This design comes from an exercise in tuning for small area, a short achievable clock period and few clock cycles per item on the open sky130 flow, not from production work. RTL that was checked went through simulation tests only; none was proved equivalent to the original.

==> 12-02 <==
==> flow/design.v (excerpt) <==
module ray_box_slab_test (
	input  logic                                 clk,
	input  logic                                 arst_n,
	input  logic                                 cfg_we,
	input  logic [rbst_pkg::IDX_W-1:0]           cfg_index,
	input  logic [rbst_pkg::COORD_W-1:0]         cfg_wdata,
	input  logic                                 s_tvalid,
	output logic                                 s_tready,
	input  logic [8*rbst_pkg::IN_BYTES-1:0]      s_tdata,
	output logic                                 m_tvalid,
	input  logic                                 m_tready,
	output logic [8*rbst_pkg::OUT_BYTES-1:0]     m_tdata
);
	localparam int AX   = rbst_pkg::AXES;
	localparam int LN   = rbst_pkg::LANES;
	localparam int RW   = rbst_pkg::RW;
	localparam int DW   = rbst_pkg::DW;
	localparam int TW   = rbst_pkg::TW;
	localparam int NST  = rbst_pkg::NST;
	localparam int NC   = rbst_pkg::NCMP;
	localparam int LAT  = rbst_pkg::FRONT_LAT + NST + 2;
	localparam int QD   = LAT + 2;
	localparam int CNTW = 5;    
	logic [AX*32-1:0] lo_q, hi_q;
	logic [15:0]      eps_q;
	always_ff @(posedge clk or negedge arst_n) begin
		if (!arst_n) begin
			lo_q  <= '0;
			hi_q  <= '0;
			eps_q <= 16'd66;
		end else if (cfg_we) begin
			case (cfg_index)
				rbst_pkg::REG_LOW_X:  lo_q[0 +: 32]  <= cfg_wdata;
				rbst_pkg::REG_LOW_Y:  lo_q[32 +: 32] <= cfg_wdata;
				rbst_pkg::REG_LOW_Z:  lo_q[64 +: 32] <= cfg_wdata;
  ...
export LEC_CHECK = 0
export CAP_MARGIN = 20
export CORE_MARGIN = 2
export CORE_UTILIZATION = 40
export SETUP_SLACK_MARGIN = 4.5
export SLEW_MARGIN = 20
export TNS_END_PERCENT = 0
create_clock -name core_clock -period 8.0 [get_ports {clk}]
run.sh (not shown) runs the stock make flow with config.mk's settings and CLKGATE_MAP_FILE= SYNTH_SCRIPT=/design/flow/synth_recipe.tcl, a recipe that flattens the netlist after the stock synthesis.
==> inputs of 11-12, as changes to 12-02 <==
--- a/flow/design.v
+++ b/flow/design.v
@@ -1293,34 +1293,39 @@
 			7'h7d: r = 3'd6;
 			7'h7e: r = 3'd6;
 			7'h7f: r = 3'd6;
 			default: r = 3'd0;
 		endcase
 	end
 	assign d_out = r;
 endmodule
-module rbst_cmp_fin (
+module rbst_cmp_last (
 	input  logic [2:0] d_in,
 	input  logic [2:0] a,
 	input  logic [2:0] b,
+	output logic [4:0] v
+);
+	wire [4:0] t   = {d_in[2], d_in[1:0], 2'b00} + {{2{a[2]}}, a} - {{2{b[2]}}, b};
+	wire       sat = d_in[1] && !d_in[0];    
+	assign v = sat ? (d_in[2] ? 5'b10000 : 5'b01111) : t;
+endmodule
+module rbst_cmp_fin (
+	input  logic [4:0] v,
 	input  logic       ap,
 	input  logic       an,
 	input  logic       bp,
 	input  logic       bn,
 	output logic       neg,
 	output logic       pos
 );
-	wire signed [5:0] v = $signed({d_in[2], d_in, 2'b00})
-	                    + $signed({{3{a[2]}}, a}) - $signed({{3{b[2]}}, b})
-	                    + $signed({5'b0, ap}) - $signed({5'b0, an})
+	wire signed [5:0] u = $signed({v[4], v}) + $signed({5'b0, ap}) - $signed({5'b0, an})
 	                    - $signed({5'b0, bp}) + $signed({5'b0, bn});
-	wire sat = d_in[1] && !d_in[0];    
-	assign neg = sat ? d_in[2] : v[5];
-	assign pos = sat ? !d_in[2] : (!v[5] && v != 6'sd0);
+	assign neg = u[5];
+	assign pos = !u[5] && (u != 6'sd0);
 endmodule
 module ray_box_slab_test (
 	input  logic                                 clk,
 	input  logic                                 arst_n,
 	input  logic                                 cfg_we,
 	input  logic [rbst_pkg::IDX_W-1:0]           cfg_index,
 	input  logic [rbst_pkg::COORD_W-1:0]         cfg_wdata,
 	input  logic                                 s_tvalid,
@@ -1468,59 +1473,72 @@
 			ngt_st[(j+1)*LN +: LN]     <= ngt_st[j*LN +: LN];
 			cmc_st[(j+1)*LN +: LN]     <= cmc_st[j*LN +: LN];
 			cmp_st[(j+1)*NC*3 +: NC*3] <= (j == 0) ? '0 : cm_n;
 			pd_st[(j+1)*LN*3 +: LN*3]  <= dg;
 			blk_st[j+1]                <= blk_st[j];
 		end
 	end
 	logic [LN-1:0]   wneg_q, nrm_q, ngt_q, cmc_q;
-	logic [NC*3-1:0] cm_q;
-	logic [LN*3-1:0] dl_q;
+	logic [NC*5-1:0] cv_n, cv_q;
 	logic            blk_q;
 	logic [LN-1:0]   cp, cn;
 	logic            hit_q;
 	for (genvar l = 0; l < LN; l++) begin : g_fin
 		wire [RW-1:0] w = ~s_st[(NST*LN+l)*RW +: RW] + ~c_st[(NST*LN+l)*RW +: RW];
 		always_ff @(posedge clk) wneg_q[l] <= w[RW-1];
 		assign cp[l] = nrm_q[l] && wneg_q[l] && ngt_q[l];
 		assign cn[l] = (nrm_q[l] && wneg_q[l] && !ngt_q[l]) || cmc_q[l];
 	end
 	always_ff @(posedge clk) begin
 		nrm_q <= nrm_st[NST*LN +: LN];
 		ngt_q <= ngt_st[NST*LN +: LN];
 		cmc_q <= cmc_st[NST*LN +: LN];
-		cm_q  <= cmp_st[NST*NC*3 +: NC*3];
-		dl_q  <= pd_st[NST*LN*3 +: LN*3];
+		cv_q  <= cv_n;
 		blk_q <= blk_st[NST];
 	end
+	wire [LN*3-1:0] dl = pd_st[NST*LN*3 +: LN*3];
+	for (genvar a = 0; a < AX; a++) begin : g_la
+		for (genvar b = 0; b < AX; b++) begin : g_lb
+			rbst_cmp_last u_last (
+				.d_in (cmp_st[(NST*NC + 3*a+b)*3 +: 3]),
+				.a    (dl[(2*a)*3 +: 3]),
+				.b    (dl[(2*b+1)*3 +: 3]),
+				.v    (cv_n[(3*a+b)*5 +: 5])
+			);
+		end
+	end
+	for (genvar b = 0; b < AX; b++) begin : g_le
+		rbst_cmp_last u_last (
+			.d_in (cmp_st[(NST*NC + 9+b)*3 +: 3]),
+			.a    (dl[(2*b+1)*3 +: 3]),
+			.b    ({1'b0, eps_q[1:0]}),
+			.v    (cv_n[(9+b)*5 +: 5])
+		);
+	end
 	logic [NC-1:0] ok;
 	for (genvar a = 0; a < AX; a++) begin : g_fa
 		for (genvar b = 0; b < AX; b++) begin : g_fb
 			logic neg, pos;
 			rbst_cmp_fin u_fin (
-				.d_in (cm_q[(3*a+b)*3 +: 3]),
-				.a    (dl_q[(2*a)*3 +: 3]),
-				.b    (dl_q[(2*b+1)*3 +: 3]),
+				.v    (cv_q[(3*a+b)*5 +: 5]),
 				.ap   (cp[2*a]),
 				.an   (cn[2*a]),
 				.bp   (cp[2*b+1]),
 				.bn   (cn[2*b+1]),
 				.neg  (neg),
 				.pos  (pos)
 			);
 			assign ok[3*a+b] = neg;
 		end
 	end
 	for (genvar b = 0; b < AX; b++) begin : g_fe
 		logic neg, pos;
 		rbst_cmp_fin u_fin (
-			.d_in (cm_q[(9+b)*3 +: 3]),
-			.a    (dl_q[(2*b+1)*3 +: 3]),
-			.b    ({1'b0, eps_q[1:0]}),
+			.v    (cv_q[(9+b)*5 +: 5]),
 			.ap   (cp[2*b+1]),
 			.an   (cn[2*b+1]),
 			.bp   (1'b0),
 			.bn   (1'b0),
 			.neg  (neg),
 			.pos  (pos)
 		);
 		assign ok[9+b] = pos;
==> summary.txt <==
Against 12-02, the synthesized cell count of 11-12 is larger by about 1.7%. In 12-02 the clock skew is higher than in 11-12, by 0.016 ns. Between 12-02 and 11-12, the lower global-route usage is in 11-12 (gap 1.9 points). In 12-02 the clock-buffer cell count is higher than in 11-12, by 87. Die area: 11-12 is higher than 12-02 (0.27%). Against 11-12, the worst setup slack of 12-02 is lower by 0.011 ns. Against 12-02, the first-iteration DRC count of 11-12 is lower by about 7%. In 12-02 the sequential share of layout area is lower than in 11-12, by 0.072 points.
No run of this note included a check of the RTL's function; only the layout flow was run.

========
==> inputs of run Y <==
ray_box_slab_test, a different RTL version from the one above (not shown whole).
clock: 8.0 ns
lec_check: 0
cap_margin: 20
core_margin: 2
core_utilization: 40
setup_slack_margin: 4.5
slew_margin: 20
tns_end_percent: 0
==> run C (differences from run Y) <==
--- a/flow/design.v
+++ b/flow/design.v
@@ -6,17 +6,15 @@
 	localparam int LANES     = 2 * AXES;
 	localparam int IDX_W     = 3;
 	localparam int IN_BYTES  = 24;
 	localparam int OUT_BYTES = 1;
 	localparam int RW        = 33;
-	localparam int TB        = 7;     
-	localparam int LW        = RW - TB;
 	localparam int DW        = 31;
 	localparam int TW        = 16;    
 	localparam int NST       = 16;    
 	localparam int NCMP      = AXES * AXES + AXES;
-	localparam int FRONT_LAT = 3;
+	localparam int FRONT_LAT = 2;
 	localparam logic [IDX_W-1:0] REG_LOW_X  = 3'd0;
 	localparam logic [IDX_W-1:0] REG_LOW_Y  = 3'd1;
 	localparam logic [IDX_W-1:0] REG_LOW_Z  = 3'd2;
 	localparam logic [IDX_W-1:0] REG_HIGH_X = 3'd3;
 	localparam logic [IDX_W-1:0] REG_HIGH_Y = 3'd4;
@@ -39,20 +37,27 @@
 );
 	localparam int AX = rbst_pkg::AXES;
 	localparam int LN = rbst_pkg::LANES;
 	localparam int TW = rbst_pkg::TW;
 	localparam int DW = rbst_pkg::DW;
-	logic [AX*2*33-1:0] n_1;
+	logic [AX*2*33-1:0] nm_1;
+	logic [AX*2-1:0]    nn_1, nz_1;
 	logic [AX*32-1:0]   dmag_1;
 	logic [AX*5-1:0]    sh_1;
 	logic [AX-1:0]      dneg_1, dzero_1, inslab_1;
 	for (genvar a = 0; a < AX; a++) begin : g_f1
 		wire signed [31:0] o_a = org[a*32 +: 32];
 		wire signed [31:0] d_a = dir[a*32 +: 32];
 		for (genvar e = 0; e < 2; e++) begin : g_face
-			wire signed [31:0] f = e ? hi[a*32 +: 32] : lo[a*32 +: 32];
-			always_ff @(posedge clk) n_1[(2*a+e)*33 +: 33] <= {f[31], f} - {o_a[31], o_a};
+			wire signed [31:0] f   = e ? hi[a*32 +: 32] : lo[a*32 +: 32];
+			wire        [32:0] fmo = {f[31], f} - {o_a[31], o_a};
+			wire        [32:0] omf = {o_a[31], o_a} - {f[31], f};
+			always_ff @(posedge clk) begin
+				nm_1[(2*a+e)*33 +: 33] <= fmo[32] ? omf : fmo;
+				nn_1[2*a+e]            <= fmo[32];
+				nz_1[2*a+e]            <= (f == o_a);
+			end
 		end
 		wire [31:0] dm = d_a[31] ? 32'(-d_a) : d_a;
 		logic [4:0] lz;
 		always_comb begin
 			lz = 5'd0;
@@ -65,77 +70,54 @@
 			inslab_1[a]        <= ($signed(lo[a*32 +: 32]) <= o_a) && (o_a <= $signed(hi[a*32 +: 32]));
 			dmag_1[a*32 +: 32] <= dm;
 			sh_1[a*5 +: 5]     <= lz;
 		end
 	end
-	logic [LN*33-1:0] nm_2;
-	logic [LN-1:0]    ngt_2;
-	logic [AX-1:0]    dzero_2;
-	logic [AX*32-1:0] dmag_2;
-	logic [AX*5-1:0]  sh_2;
-	logic             blk_2;
 	for (genvar a = 0; a < AX; a++) begin : g_f2
 		wire [31:0] dm = dmag_1[a*32 +: 32];
-		always_ff @(posedge clk) begin
-			dmag_2[a*32 +: 32] <= dm;
-			sh_2[a*5 +: 5]     <= sh_1[a*5 +: 5];
-			dzero_2[a]         <= dzero_1[a];
-		end
-		for (genvar e = 0; e < 2; e++) begin : g_lane
-			localparam int L = 2 * a + e;
-			wire        fsel = dneg_1[a] ^ (e == 1);
-			wire [32:0] n    = fsel ? n_1[(2*a+1)*33 +: 33] : n_1[(2*a)*33 +: 33];
-			wire [32:0] nm   = n[32] ? 33'(-n) : n;
-			wire        ngt  = (n != '0) && (n[32] ^ dneg_1[a]);
-			always_ff @(posedge clk) begin
-				nm_2[L*33 +: 33] <= nm;
-				ngt_2[L]         <= ngt;
-			end
-		end
-	end
-	always_ff @(posedge clk) blk_2 <= |(dzero_1 & ~inslab_1);
-	for (genvar a = 0; a < AX; a++) begin : g_f3
-		wire [4:0]  sh = sh_2[a*5 +: 5];
-		wire [31:0] dn = dmag_2[a*32 +: 32] << sh;
+		wire [4:0]  sh = sh_1[a*5 +: 5];
+		wire [31:0] dn = dm << sh;
 		always_ff @(posedge clk) den_o[a*DW +: DW] <= dn[DW-1:0];
 		for (genvar e = 0; e < 2; e++) begin : g_lane
 			localparam int L = 2 * a + e;
-			wire [32:0] nm  = nm_2[L*33 +: 33];
-			wire [63:0] zf  = {31'b0, nm} << sh;
-			wire        sat = {15'b0, nm} >= {dmag_2[a*32 +: 32], 15'b0};
+			wire        fsel = dneg_1[a] ^ (e == 1);
+			wire [32:0] nm   = fsel ? nm_1[(2*a+1)*33 +: 33] : nm_1[(2*a)*33 +: 33];
+			wire        nn   = fsel ? nn_1[2*a+1] : nn_1[2*a];
+			wire        nz   = fsel ? nz_1[2*a+1] : nz_1[2*a];
+			wire        ngt  = !nz && (nn ^ dneg_1[a]);
+			wire [63:0] zf   = {31'b0, nm} << sh;
+			wire        sat  = {15'b0, nm} >= {dm, 15'b0};
+			wire        nrm  = !dzero_1[a] && !sat;
 			always_ff @(posedge clk) begin
 				r0_o[L*31 +: 31]   <= zf[46:16];
 				tail_o[L*TW +: TW] <= zf[15:0];
-				nrm_o[L]           <= !dzero_2[a] && !sat;
-				ngt_o[L]           <= ngt_2[L];
-				cneg_o[L]          <= dzero_2[a] ? (e == 0) : ngt_2[L];
+				nrm_o[L]           <= nrm;
+				ngt_o[L]           <= ngt;
+				cneg_o[L]          <= dzero_1[a] ? (e == 0) : ngt;
 			end
 		end
 	end
-	always_ff @(posedge clk) blk_o <= blk_2;
+	always_ff @(posedge clk) blk_o <= |(dzero_1 & ~inslab_1);
 endmodule
 module rbst_div_lane (
-	input  logic [rbst_pkg::TB-1:0] t_in,     
-	input  logic [rbst_pkg::LW-1:0] s_in,     
-	input  logic [rbst_pkg::LW-1:0] c_in,     
+	input  logic [rbst_pkg::RW-1:0] s_in,
+	input  logic [rbst_pkg::RW-1:0] c_in,
 	input  logic [rbst_pkg::DW-1:0] d,
 	input  logic [1:0]              bb,
-	output logic [rbst_pkg::TB-1:0] t_out,
-	output logic [rbst_pkg::LW-1:0] s_out,
-	output logic [rbst_pkg::LW-1:0] c_out,
+	output logic [rbst_pkg::RW-1:0] s_out,
+	output logic [rbst_pkg::RW-1:0] c_out,
 	output logic                    p2,      
 	output logic                    p1,      
 	output logic                    n1,      
 	output logic                    n2       
 );
 	localparam int RW = rbst_pkg::RW;
-	localparam int TB = rbst_pkg::TB;
-	localparam int LW = rbst_pkg::LW;
-	wire [LW-1:0] si = ~s_in;
-	wire [LW-1:0] ci = ~c_in;
-	wire [6:0] y = t_in;
+	wire [RW-1:0] si = ~s_in;
+	wire [RW-1:0] ci = ~c_in;
+	logic [6:0] y;
 	logic [3:0] q;
+	assign y = si[RW-1:RW-7] + ci[RW-1:RW-7];
 	always_comb begin
 		case ({d[30:28], y})
 			10'h000: q = 4'b0000;
 			10'h001: q = 4'b0000;
 			10'h002: q = 4'b0000;
@@ -1172,18 +1154,15 @@
 	wire          ps = p1 || p2;
 	logic [RW-1:0] m;
 	for (genvar j = 0; j < RW; j++) begin : g_m
 		assign m[j] = (d1[j] ? n1 : p1) | (d2[j] ? n2 : p2);
 	end
-	wire [RW-1:0] a  = {t_in[TB-3:0], si, bb};
-	wire [RW-1:0] b  = {{(TB-2){1'b0}}, ci, 2'b00};
+	wire [RW-1:0] a  = {si[RW-3:0], bb};
+	wire [RW-1:0] b  = {ci[RW-3:0], 2'b00};
 	wire [RW-1:0] mj = (a & b) | (a & m) | (b & m);
-	wire [RW-1:0] sn = a ^ b ^ m;
-	wire [RW-1:0] cn = {mj[RW-2:0], ps};
-	assign t_out = sn[RW-1:LW] + cn[RW-1:LW];
-	assign s_out = ~sn[LW-1:0];
-	assign c_out = ~cn[LW-1:0];
+	assign s_out = ~(a ^ b ^ m);
+	assign c_out = ~{mj[RW-2:0], ps};
 endmodule
 module rbst_cmp_step (
 	input  logic [2:0] d_in,
 	input  logic [2:0] a,
 	input  logic [2:0] b,
@@ -1364,17 +1343,15 @@
 	output logic [8*rbst_pkg::OUT_BYTES-1:0]     m_tdata
 );
 	localparam int AX   = rbst_pkg::AXES;
 	localparam int LN   = rbst_pkg::LANES;
 	localparam int RW   = rbst_pkg::RW;
-	localparam int TB   = rbst_pkg::TB;
-	localparam int LW   = rbst_pkg::LW;
 	localparam int DW   = rbst_pkg::DW;
 	localparam int TW   = rbst_pkg::TW;
 	localparam int NST  = rbst_pkg::NST;
 	localparam int NC   = rbst_pkg::NCMP;
-	localparam int LAT  = 1 + rbst_pkg::FRONT_LAT + NST + 2;
+	localparam int LAT  = rbst_pkg::FRONT_LAT + NST + 2;
 	localparam int QD   = LAT + 2;
 	localparam int CNTW = 5;    
 	logic [AX*32-1:0] lo_q, hi_q;
 	logic [15:0]      eps_q;
 	always_ff @(posedge clk or negedge arst_n) begin
@@ -1393,17 +1370,15 @@
 				rbst_pkg::REG_EPS:    eps_q          <= cfg_wdata[15:0];
 				default: ;
 			endcase
 		end
 	end
-	logic [191:0]   in_q;
 	logic [LAT-1:0] vld_q;
 	logic           rdy_q;
 	logic           acc;
 	assign acc      = s_tvalid && rdy_q;
 	assign s_tready = rdy_q;
-	always_ff @(posedge clk) in_q <= s_tdata;
 	always_ff @(posedge clk or negedge arst_n) begin
 		if (!arst_n) vld_q <= '0;
 		else         vld_q <= {vld_q[LAT-2:0], acc};
 	end
 	logic [LN*31-1:0] r0;
@@ -1413,32 +1388,30 @@
 	logic             blk0;
 	rbst_front u_front (
 		.clk    (clk),
 		.lo     (lo_q),
 		.hi     (hi_q),
-		.org    (in_q[0 +: 96]),
-		.dir    (in_q[96 +: 96]),
+		.org    (s_tdata[0 +: 96]),
+		.dir    (s_tdata[96 +: 96]),
 		.r0_o   (r0),
 		.tail_o (tail0),
 		.den_o  (den0),
 		.nrm_o  (nrm0),
 		.ngt_o  (ngt0),
 		.cneg_o (cneg0),
 		.blk_o  (blk0)
 	);
-	logic [(NST+1)*LN*TB-1:0] tp_st;
-	logic [(NST+1)*LN*LW-1:0] s_st, c_st;
+	logic [(NST+1)*LN*RW-1:0] s_st, c_st;
 	logic [(NST+1)*LN*TW-1:0] t_st;
 	logic [(NST+1)*AX*DW-1:0] d_st;
 	logic [(NST+1)*LN-1:0]    nrm_st, ngt_st, cmc_st;
 	logic [(NST+1)*NC*3-1:0]  cmp_st;
 	logic [NST:0]             blk_st;
 	logic [(NST+1)*LN*3-1:0]  pd_st;     
 	for (genvar l = 0; l < LN; l++) begin : g_in
-		assign tp_st[l*TB +: TB] = {2'b00, r0[l*31+LW +: 31-LW]};
-		assign s_st[l*LW +: LW]  = ~r0[l*31 +: LW];
-		assign c_st[l*LW +: LW]  = '1;
+		assign s_st[l*RW +: RW] = ~{2'b00, r0[l*31 +: 31]};
+		assign c_st[l*RW +: RW] = '1;
 	end
 	assign t_st[0 +: LN*TW]   = tail0;
 	assign d_st[0 +: AX*DW]   = den0;
 	assign nrm_st[0 +: LN]    = nrm0;
 	assign ngt_st[0 +: LN]    = ngt0;
@@ -1446,27 +1419,24 @@
 	assign cmp_st[0 +: NC*3]  = '0;
 	assign blk_st[0]          = blk0;
 	assign pd_st[0 +: LN*3]   = '0;
 	for (genvar j = 0; j < NST; j++) begin : g_st
 		localparam int EP = (j >= 9) ? 32 - 2*j : 0;    
-		logic [LN*TB-1:0] t_n;
-		logic [LN*LW-1:0] s_n, c_n;
+		logic [LN*RW-1:0] s_n, c_n;
 		logic [LN*3-1:0]  dg;       
 		logic [NC*3-1:0]  cm_n;
 		for (genvar l = 0; l < LN; l++) begin : g_l
 			logic p2, p1, n1, n2, e2, e1, f1, f2;
 			wire  nrm = nrm_st[j*LN + l];
 			wire  ngt = ngt_st[j*LN + l];
 			rbst_div_lane u_div (
-				.t_in  (tp_st[(j*LN+l)*TB +: TB]),
-				.s_in  (s_st[(j*LN+l)*LW +: LW]),
-				.c_in  (c_st[(j*LN+l)*LW +: LW]),
+				.s_in  (s_st[(j*LN+l)*RW +: RW]),
+				.c_in  (c_st[(j*LN+l)*RW +: RW]),
 				.d     (d_st[(j*AX + l/2)*DW +: DW]),
 				.bb    ((j < 8) ? t_st[(j*LN+l)*TW + ((j < 8) ? 14-2*j : 0) +: 2] : 2'b00),
-				.t_out (t_n[l*TB +: TB]),
-				.s_out (s_n[l*LW +: LW]),
-				.c_out (c_n[l*LW +: LW]),
+				.s_out (s_n[l*RW +: RW]),
+				.c_out (c_n[l*RW +: RW]),
 				.p2    (p2),
 				.p1    (p1),
 				.n1    (n1),
 				.n2    (n2)
 			);
@@ -1500,13 +1470,12 @@
 				.b     ((j >= 9) ? {1'b0, eps_q[EP +: 2]} : 3'b000),
 				.d_out (cm_n[(9+b)*3 +: 3])
 			);
 		end
 		always_ff @(posedge clk) begin
-			tp_st[(j+1)*LN*TB +: LN*TB] <= t_n;
-			s_st[(j+1)*LN*LW +: LN*LW]  <= s_n;
-			c_st[(j+1)*LN*LW +: LN*LW]  <= c_n;
+			s_st[(j+1)*LN*RW +: LN*RW] <= s_n;
+			c_st[(j+1)*LN*RW +: LN*RW] <= c_n;
 			t_st[(j+1)*LN*TW +: LN*TW] <= t_st[j*LN*TW +: LN*TW];
 			d_st[(j+1)*AX*DW +: AX*DW] <= d_st[j*AX*DW +: AX*DW];
 			nrm_st[(j+1)*LN +: LN]     <= nrm_st[j*LN +: LN];
 			ngt_st[(j+1)*LN +: LN]     <= ngt_st[j*LN +: LN];
 			cmc_st[(j+1)*LN +: LN]     <= cmc_st[j*LN +: LN];
@@ -1519,13 +1488,11 @@
 	logic [NC*5-1:0] cv_n, cv_q;
 	logic            blk_q;
 	logic [LN-1:0]   cp, cn;
 	logic            hit_q;
 	for (genvar l = 0; l < LN; l++) begin : g_fin
-		wire [RW-1:0] w = {tp_st[(NST*LN+l)*TB +: TB], {LW{1'b0}}}
-		                + {{TB{1'b0}}, ~s_st[(NST*LN+l)*LW +: LW]}
-		                + {{TB{1'b0}}, ~c_st[(NST*LN+l)*LW +: LW]};
+		wire [RW-1:0] w = ~s_st[(NST*LN+l)*RW +: RW] + ~c_st[(NST*LN+l)*RW +: RW];
 		always_ff @(posedge clk) wneg_q[l] <= w[RW-1];
 		assign cp[l] = nrm_q[l] && wneg_q[l] && ngt_q[l];
 		assign cn[l] = (nrm_q[l] && wneg_q[l] && !ngt_q[l]) || cmc_q[l];
 	end
 	always_ff @(posedge clk) begin
--- a/flow/config.mk
+++ b/flow/config.mk
@@ -6,8 +6,9 @@
 export NUM_CORES = 8
 export LEC_CHECK = 0
 export CAP_MARGIN = 20
 export CORE_MARGIN = 2
 export CORE_UTILIZATION = 40
+export CTS_BUF_LIST = sky130_fd_sc_hd__clkbuf_8
 export SETUP_SLACK_MARGIN = 4.5
 export SLEW_MARGIN = 20
 export TNS_END_PERCENT = 0
==> run M (differences from run Y) <==
--- a/flow/design.v
+++ b/flow/design.v
@@ -1370,11 +1370,11 @@
 	localparam int LW   = rbst_pkg::LW;
 	localparam int DW   = rbst_pkg::DW;
 	localparam int TW   = rbst_pkg::TW;
 	localparam int NST  = rbst_pkg::NST;
 	localparam int NC   = rbst_pkg::NCMP;
-	localparam int LAT  = 1 + rbst_pkg::FRONT_LAT + NST + 2;
+	localparam int LAT  = rbst_pkg::FRONT_LAT + NST + 2;
 	localparam int QD   = LAT + 2;
 	localparam int CNTW = 5;    
 	logic [AX*32-1:0] lo_q, hi_q;
 	logic [15:0]      eps_q;
 	always_ff @(posedge clk or negedge arst_n) begin
@@ -1393,17 +1393,15 @@
 				rbst_pkg::REG_EPS:    eps_q          <= cfg_wdata[15:0];
 				default: ;
 			endcase
 		end
 	end
-	logic [191:0]   in_q;
 	logic [LAT-1:0] vld_q;
 	logic           rdy_q;
 	logic           acc;
 	assign acc      = s_tvalid && rdy_q;
 	assign s_tready = rdy_q;
-	always_ff @(posedge clk) in_q <= s_tdata;
 	always_ff @(posedge clk or negedge arst_n) begin
 		if (!arst_n) vld_q <= '0;
 		else         vld_q <= {vld_q[LAT-2:0], acc};
 	end
 	logic [LN*31-1:0] r0;
@@ -1413,12 +1411,12 @@
 	logic             blk0;
 	rbst_front u_front (
 		.clk    (clk),
 		.lo     (lo_q),
 		.hi     (hi_q),
-		.org    (in_q[0 +: 96]),
-		.dir    (in_q[96 +: 96]),
+		.org    (s_tdata[0 +: 96]),
+		.dir    (s_tdata[96 +: 96]),
 		.r0_o   (r0),
 		.tail_o (tail0),
 		.den_o  (den0),
 		.nrm_o  (nrm0),
 		.ngt_o  (ngt0),
==> qor summary <==
quantity	run M	run Y	run C
Outcome	no timing/DRC/antenna violations	no timing/DRC/antenna violations	no timing/DRC/antenna violations
Slowest stage cell on the critical path	a221o_1	dfstp_4	clkdlybuf4s50_1
Sinks on the clock net	10021	10216	10191
DIE WIDTH	1.095 mm	1.100 mm	1.098 mm
Met1 capacity usage during global routing	30.68%	29.50%	31.79%
Delay of the slowest critical-path stage	0.41 ns	0.62 ns	0.53 ns
Post-Synth Adder-Cell Area	16.95%	16.75%	17.87%
Post-Place Cells	59377	59958	62140
Share of the cycle needed by the critical path after routing	46.71%	47.64%	48.93%
Req. time, crit path	9.06 ns	6.40 ns	9.34 ns
Post-route core utilization	46.05%	45.72%	46.37%
Number of buffers created by CTS	1167	1167	1614
Number of stages on the worst setup path	13	2	14
Number of filler instances in the final layout	107639	109281	110950
Pin count of the biggest net entering global routing	147	104	95
Buffer cell driving the clock tree root	clkbuf_16	clkbuf_16	clkbuf_8
Startpoint types	primary input	register	primary input
Endpoint class of the critical path	register	primary output	register
Register fraction of the total cell area	37.11%	37.70%	37.20%
Testbench counts of run C, summed over its fixed seeds: cycles 8,168, items 8,000.
Testbench counts of run M, summed over its fixed seeds: cycles 8,176, items 8,000.
Only the layout flow was run in run Y; the RTL was not checked for function there.

## static timing again, ports no longer ideal
No port has a modelled driver above. Below, the same layouts with a new extraction and two added sets of constraints.
Step 1 (the two cells are an assumption about what drives the block):
set clk [get_ports {clk}]
set_driving_cell -lib_cell sky130_fd_sc_hd__clkbuf_16 $clk
set_driving_cell -lib_cell sky130_fd_sc_hd__buf_2 [delete_from_list [all_inputs] $clk]
Step 2 also shifts input and output timing later by t, the mid clock arrival at the registers, as if the neighbouring blocks saw the same clock.
Three values: ideal ports, drivers, drivers and shift; two values: the first two.
run	t (ns)	slack for setup (ns)	worst data-port slew with drivers (ns)
12-02	1.358	3.940 / 3.940 / 2.676	0.31
11-12	1.380	3.952 / 3.952 / 2.682	0.24
run Y	1.376	4.189 / 4.018 / 3.303	0.13
run C	1.602	4.085 / 4.052 / 2.575	0.27
run M	1.371	4.263 / 4.291 / 3.034	0.12
After both steps setup and hold are still met in every run listed. The setup slack of run C, which loses most, moves by -0.033 ns with the drivers and by -1.510 ns with both steps.
